Context: an optimization exercise on an open-source flow, tuned for small area and a short achievable clock period. The choices shown serve that exercise and are no tape-out recipe. Where RTL was checked, it was by simulation tests only, not by an equivalence proof against the original.

==> willow: inputs <==
==> flow/design.v <==
package sa_pkg;
  localparam int DW   = 16;
  localparam int FRAC = 13;
  typedef enum logic [1:0] {
    IDLE = 2'd0,
    RUN  = 2'd1,
    DONE = 2'd2
  } state_t;
endpackage
module sa_col_fifo #(
  parameter int DW    = 16,
  parameter int DEPTH = 8
) (
  input  logic                     clk,
  input  logic                     rst,
  input  logic                     flush,
  input  logic                     run,
  input  logic                     vld,
  input  logic                     pop,
  input  logic [$clog2(DEPTH)-1:0] rd_ptr,
  input  logic [DW-1:0]            din,
  output logic [DEPTH-1:0][DW-1:0] mem_q,
  output logic                     nempty,
  output logic                     full,
  output logic                     afull,
  output logic                     ovf
);
  localparam int AW = $clog2(DEPTH);
  localparam int CW = AW + 1;
  logic [DW-1:0] mem [DEPTH];
  logic [CW-1:0] count;
  logic [AW-1:0] wr_ptr;
  logic          we, inc;
  assign full   = count[AW];
  assign nempty = |count;
  assign afull  = count[AW] | (&count[AW-1:0]);
  assign wr_ptr = rd_ptr + count[AW-1:0];
  assign we     = vld & (~full | pop);
  assign inc    = run & we;
  assign ovf    = run & vld & full & ~pop;
  always_ff @(posedge clk) begin
    for (int k = 0; k < DEPTH; k++)
      if (we && wr_ptr == AW'(k)) mem[k] <= din;
  end
  for (genvar k = 0; k < DEPTH; k++) begin : g_q
    assign mem_q[k] = mem[k];
  end
  always_ff @(posedge clk) begin
    if (rst || flush)      count <= '0;
    else if (inc && !pop)  count <= count + 1'b1;
    else if (pop && !inc)  count <= count - 1'b1;
  end
endmodule
module sa_drain #(
  parameter int N     = 8,
  parameter int DW    = sa_pkg::DW,
  parameter int DEPTH = 8
) (
  input  logic            I_CLK,
  input  logic            I_RST,
  input  logic            I_START,
  input  logic [7:0]      I_ROWS,
  input  logic [N-1:0]    I_COL_VLD,
  input  logic [N*DW-1:0] I_COL_D,
  output logic            O_VLD,
  input  logic            I_RDY,
  output logic [N*DW-1:0] O_ROW,
  output logic            O_LAST,
  output logic            O_DONE,
  output logic            O_AFULL,
  output logic            O_OVF
);
  localparam int AW = $clog2(DEPTH);
  logic run;                  
  logic [7:0] rem;            
  logic [AW-1:0] rd_ptr;      
  logic [DEPTH-1:0] rd_sel;
  logic [N-1:0][DEPTH-1:0][DW-1:0] col_mem;
  logic [N-1:0] col_ne, col_full, col_af, col_ovf;
  logic hs, fin, load, vld_nx;
  assign hs   = O_VLD & I_RDY;
  assign fin  = I_RDY & O_LAST;           
  assign load = run & (&col_ne) & (~O_VLD | (I_RDY & ~O_LAST));
  assign vld_nx = load | (O_VLD & ~I_RDY);
  for (genvar j = 0; j < N; j++) begin : g_col
    sa_col_fifo #(.DW(DW), .DEPTH(DEPTH)) u_fifo (
      .clk    (I_CLK),
      .rst    (I_RST),
      .flush  (O_DONE),
      .run    (run),
      .vld    (I_COL_VLD[j]),
      .pop    (load),
      .rd_ptr (rd_ptr),
      .din    (I_COL_D[j*DW +: DW]),
      .mem_q  (col_mem[j]),
      .nempty (col_ne[j]),
      .full   (col_full[j]),
      .afull  (col_af[j]),
      .ovf    (col_ovf[j])
    );
  end
  logic row_en;
  logic [DEPTH-1:0] row_sel;
  logic [N*DW-1:0] row_nx;
  assign row_en  = ~O_VLD | I_RDY;
  assign row_sel = rd_sel & {DEPTH{row_en}};
  for (genvar j = 0; j < N; j++) begin : g_row
    assign row_nx[j*DW +: DW] = (O_ROW[j*DW +: DW] & {DW{~row_en}})
                              | (col_mem[j][0] & {DW{row_sel[0]}}) | (col_mem[j][1] & {DW{row_sel[1]}})
                              | (col_mem[j][2] & {DW{row_sel[2]}}) | (col_mem[j][3] & {DW{row_sel[3]}})
                              | (col_mem[j][4] & {DW{row_sel[4]}}) | (col_mem[j][5] & {DW{row_sel[5]}})
                              | (col_mem[j][6] & {DW{row_sel[6]}}) | (col_mem[j][7] & {DW{row_sel[7]}});
  end
  always_ff @(posedge I_CLK) O_ROW <= row_nx;
  always_ff @(posedge I_CLK) begin
    if (hs) rem <= rem - 8'd1;
    else if (~run & ~O_DONE & I_START) rem <= I_ROWS - 8'd1;
  end
  always_ff @(posedge I_CLK) begin
    if (I_RST) begin
      rd_ptr <= '0;
      rd_sel <= DEPTH'(1);
    end else if (load) begin
      rd_ptr <= rd_ptr + 1'b1;
      rd_sel <= {rd_sel[DEPTH-2:0], rd_sel[DEPTH-1]};
    end
  end
  always_ff @(posedge I_CLK) begin
    if (I_RST) begin
      run     <= 1'b0;
      O_DONE  <= 1'b0;
      O_VLD   <= 1'b0;
      O_LAST  <= 1'b0;
      O_AFULL <= 1'b0;
      O_OVF   <= 1'b0;
    end else begin
      run     <= run ? ~fin : (~O_DONE & I_START);
      O_DONE  <= run & fin;
      O_VLD   <= vld_nx;
      O_LAST  <= vld_nx & (hs ? (rem == 8'd1) : (rem == 8'd0));
      O_AFULL <= |col_af;
      if (|col_ovf) O_OVF <= 1'b1;
    end
  end
endmodule
==> flow/run.sh <==
#!/bin/bash
# synth_recipe.tcl (not shown) runs the flow's synth.tcl, then flattens the netlist and writes it again
# the make line also repeats each setting of config.mk as NAME=value (left out here)
make -C /OpenROAD-flow-scripts/flow DESIGN_CONFIG=/design/flow/config.mk WORK_HOME=/design/flow/orfs CLKGATE_MAP_FILE= SYNTH_SCRIPT=/design/flow/synth_recipe.tcl finish
==> flow/config.mk <==
export PLATFORM = sky130hd
export DESIGN_NAME = sa_drain
export DESIGN_NICKNAME = sa_drain
export VERILOG_FILES = /design/flow/design.v
export SDC_FILE = /design/flow/constraint.sdc
export NUM_CORES = 4
export LEC_CHECK = 0
export CAP_MARGIN = 20
export CORE_MARGIN = 2
export CORE_UTILIZATION = 40
export CTS_BUF_LIST = sky130_fd_sc_hd__clkbuf_8
export PLACE_DENSITY = 0.6
export SLEW_MARGIN = 20
==> flow/constraint.sdc <==
create_clock -name core_clock -period 4.5 [get_ports {I_CLK}]
set_input_delay 0.9000 -clock core_clock [delete_from_list [all_inputs] [get_ports {I_CLK}]]
set_output_delay 0.9000 -clock core_clock [all_outputs]
set_load 0.01 [all_outputs]
==> xenon: changes against willow <==
==> flow/design.v, changed modules only <==
module sa_col_fifo #(
  parameter int DW    = 16,
  parameter int DEPTH = 8
) (
  input  logic                     clk,
  input  logic                     clr,       
  input  logic                     run,
  input  logic                     vld,
  input  logic                     load,      
  input  logic [DW-1:0]            din,
  output logic [DEPTH-1:0][DW-1:0] mem_q,
  output logic                     ne,        
  output logic                     ne_nx,     
  output logic                     full,
  output logic                     afull,     
  output logic                     vld_full   
);
  localparam int AW = $clog2(DEPTH);
  localparam int CW = AW + 1;
  logic [DW-1:0] mem [DEPTH];
  logic [CW-1:0] count;
  logic [AW-1:0] wr_ptr;
  logic          ok, vr, gt1;
  logic [CW-1:0] cnt_up, cnt_dn;
  assign cnt_up = {count[3] ^ (&count[2:0]), count[2] ^ (&count[1:0]), count[1] ^ count[0], ~count[0]};
  assign cnt_dn = {count[3] ^ ~(|count[2:0]), count[2] ^ ~(|count[1:0]), count[1] ^ ~count[0], ~count[0]};
  assign full     = count[AW];
  assign ne       = |count;
  assign gt1      = count[AW] | (|count[AW-1:1]);
  assign afull    = count[AW] | (&count[AW-1:0]);
  assign vr       = run & vld;
  assign ne_nx    = load ? (vr | gt1) : (vr | ne);
  assign vld_full = vld & full;
  assign ok       = ~full | load;
  for (genvar k = 0; k < DEPTH; k++) begin : g_w
    always_ff @(posedge clk) begin
      if (vld && ok && wr_ptr == AW'(k)) mem[k] <= din;
    end
    assign mem_q[k] = mem[k];
  end
  always_ff @(posedge clk) begin
    if (clr) begin
      count  <= '0;
      wr_ptr <= '0;
    end else begin
      count <= load ? (vr ? count : cnt_dn) : ((vr && !full) ? cnt_up : count);
      if (vr && ok) wr_ptr <= wr_ptr + 1'b1;
    end
  end
endmodule
module sa_drain #(
  parameter int N     = 8,
  parameter int DW    = sa_pkg::DW,
  parameter int DEPTH = 8
) (
  input  logic            I_CLK,
  input  logic            I_RST,
  input  logic            I_START,
  input  logic [7:0]      I_ROWS,
  input  logic [N-1:0]    I_COL_VLD,
  input  logic [N*DW-1:0] I_COL_D,
  output logic            O_VLD,
  input  logic            I_RDY,
  output logic [N*DW-1:0] O_ROW,
  output logic            O_LAST,
  output logic            O_DONE,
  output logic            O_AFULL,
  output logic            O_OVF
);
  localparam int AW = $clog2(DEPTH);
  logic run;                  
  logic allne;                
  logic [7:0] rem;            
  logic [DEPTH-1:0] rd_sel;   
  logic [N-1:0][DEPTH-1:0][DW-1:0] col_mem;
  logic [N-1:0] col_ne, col_ne_nx, col_full, col_af, col_vf;
  logic clr, hs, fin, load, vld_nx;
  assign clr  = I_RST | O_DONE;
  assign hs   = O_VLD & I_RDY;
  assign fin  = I_RDY & O_LAST;           
  assign load = allne & (~O_VLD | (I_RDY & ~O_LAST));
  assign vld_nx = load | (O_VLD & ~I_RDY);
  for (genvar j = 0; j < N; j++) begin : g_col
    sa_col_fifo #(.DW(DW), .DEPTH(DEPTH)) u_fifo (
      .clk      (I_CLK),
      .clr      (clr),
      .run      (run),
      .vld      (I_COL_VLD[j]),
      .load     (load),
      .din      (I_COL_D[j*DW +: DW]),
      .mem_q    (col_mem[j]),
      .ne       (col_ne[j]),
      .ne_nx    (col_ne_nx[j]),
      .full     (col_full[j]),
      .afull    (col_af[j]),
      .vld_full (col_vf[j])
    );
  end
  logic row_en;
  logic [DEPTH-1:0] row_sel;
  logic [N*DW-1:0] row_nx;
  assign row_en  = ~O_VLD | I_RDY;
  assign row_sel = rd_sel & {DEPTH{row_en}};
  for (genvar j = 0; j < N; j++) begin : g_row
    assign row_nx[j*DW +: DW] = (O_ROW[j*DW +: DW] & {DW{~row_en}})
                              | (col_mem[j][0] & {DW{row_sel[0]}}) | (col_mem[j][1] & {DW{row_sel[1]}})
                              | (col_mem[j][2] & {DW{row_sel[2]}}) | (col_mem[j][3] & {DW{row_sel[3]}})
                              | (col_mem[j][4] & {DW{row_sel[4]}}) | (col_mem[j][5] & {DW{row_sel[5]}})
                              | (col_mem[j][6] & {DW{row_sel[6]}}) | (col_mem[j][7] & {DW{row_sel[7]}});
  end
  always_ff @(posedge I_CLK) O_ROW <= row_nx;
  always_ff @(posedge I_CLK) begin
    if (hs) rem <= rem - 8'd1;
    else if (~run & ~O_DONE & I_START) rem <= I_ROWS - 8'd1;
  end
  always_ff @(posedge I_CLK) begin
    if (clr) rd_sel <= DEPTH'(1);
    else if (load) rd_sel <= {rd_sel[DEPTH-2:0], rd_sel[DEPTH-1]};
  end
  always_ff @(posedge I_CLK) begin
    if (I_RST) begin
      run     <= 1'b0;
      allne   <= 1'b0;
      O_DONE  <= 1'b0;
      O_VLD   <= 1'b0;
      O_LAST  <= 1'b0;
      O_AFULL <= 1'b0;
      O_OVF   <= 1'b0;
    end else begin
      run     <= run ? ~fin : (~O_DONE & I_START);
      allne   <= ~O_DONE & ~fin & (&col_ne_nx);
      O_DONE  <= run & fin;
      O_VLD   <= vld_nx;
      O_LAST  <= vld_nx & (hs ? (rem == 8'd1) : (rem == 8'd0));
      O_AFULL <= |col_af;
      if (run & ~load & (|col_vf)) O_OVF <= 1'b1;
    end
  end
endmodule
==> flow/flow/run.sh (new file) <==
#!/bin/bash
# The standard layout (standard.sh: standard synthesis, ORFS floorplan to finish) with three
# changes made through ORFS's own variables:
#  - port buffers are buf_1 cells instead of the default delay buffers,
#  - CTS inserts no dummy loads,
#  - CTS clusters up to 22 sinks within 80 um under each leaf buffer.
# Each ORFS step writes its full log under orfs/logs/; make's own output goes to standard.log.
set -euo pipefail
export BUFFER_PORTS_ARGS="-buffer_cell sky130_fd_sc_hd__buf_1"
export CTS_ARGS="-sink_clustering_enable -repair_clock_nets -dont_use_dummy_load -sink_clustering_size 22 -sink_clustering_max_diameter 80"
bash standard.sh > standard.log 2>&1
==> flow/standard.sh (new file) <==
#!/bin/bash
# synth_recipe.tcl (not shown) runs the flow's synth.tcl, then flattens the netlist and writes it again
# the make line also repeats each setting of config.mk as NAME=value (left out here)
make -C /OpenROAD-flow-scripts/flow DESIGN_CONFIG=/design/flow/config.mk WORK_HOME=/design/flow/orfs CLKGATE_MAP_FILE= SYNTH_SCRIPT=/design/flow/synth_recipe.tcl "${@:-finish}"
Settings changed: CORE_UTILIZATION 40 to 65, CTS_BUF_LIST sky130_fd_sc_hd__clkbuf_8 to not set, PLACE_DENSITY 0.6 to 0.75, SETUP_SLACK_MARGIN set to 2.5.
removed: flow/run.sh
==> comparison <==
Of willow and xenon, xenon has the higher sequential share of layout area (gap 4.0 points).
Of xenon and willow, willow has the higher count of clock-buffer cells in the layout (gap 146).
Against willow, the critical path depth of xenon is lower by 10.
Between willow and xenon, the lower synthesized cell count is in willow (gap 3.1%, measured against xenon).
Design area: xenon is lower than willow (4.2%).
For willow, only the layout was checked, not whether the RTL still works.

afterwards: timing with drivers on the ports:
How much do the figures lean on ideal ports? The routed layouts below were timed once more, with nothing changed but the port constraints. Step 1, drivers: a clkbuf_16 drives I_CLK and a buf_2 each remaining input, both assumed. Step 2 times the ports against the registers' clock, not the clock port: input delays grow and output delays shrink by t, the midpoint of the rising clock arrivals with the driver on. a / b / c = ideal ports / drivers / drivers and shift; a / b = the first two.
run | shift t [ns] | setup WS [ns] | hold slack, ns
willow | 0.906 | 0.725 / 0.725 / 0.275 | 0.474 / 0.474 / 0.474
xenon | 0.681 | 2.442 / 2.376 / 1.822 | 0.483 / 0.483 / 0.483
After both steps every run listed still meets setup and hold. The setup slack of xenon, which loses most, moves by -0.066 ns with the drivers and by -0.620 ns with both steps.
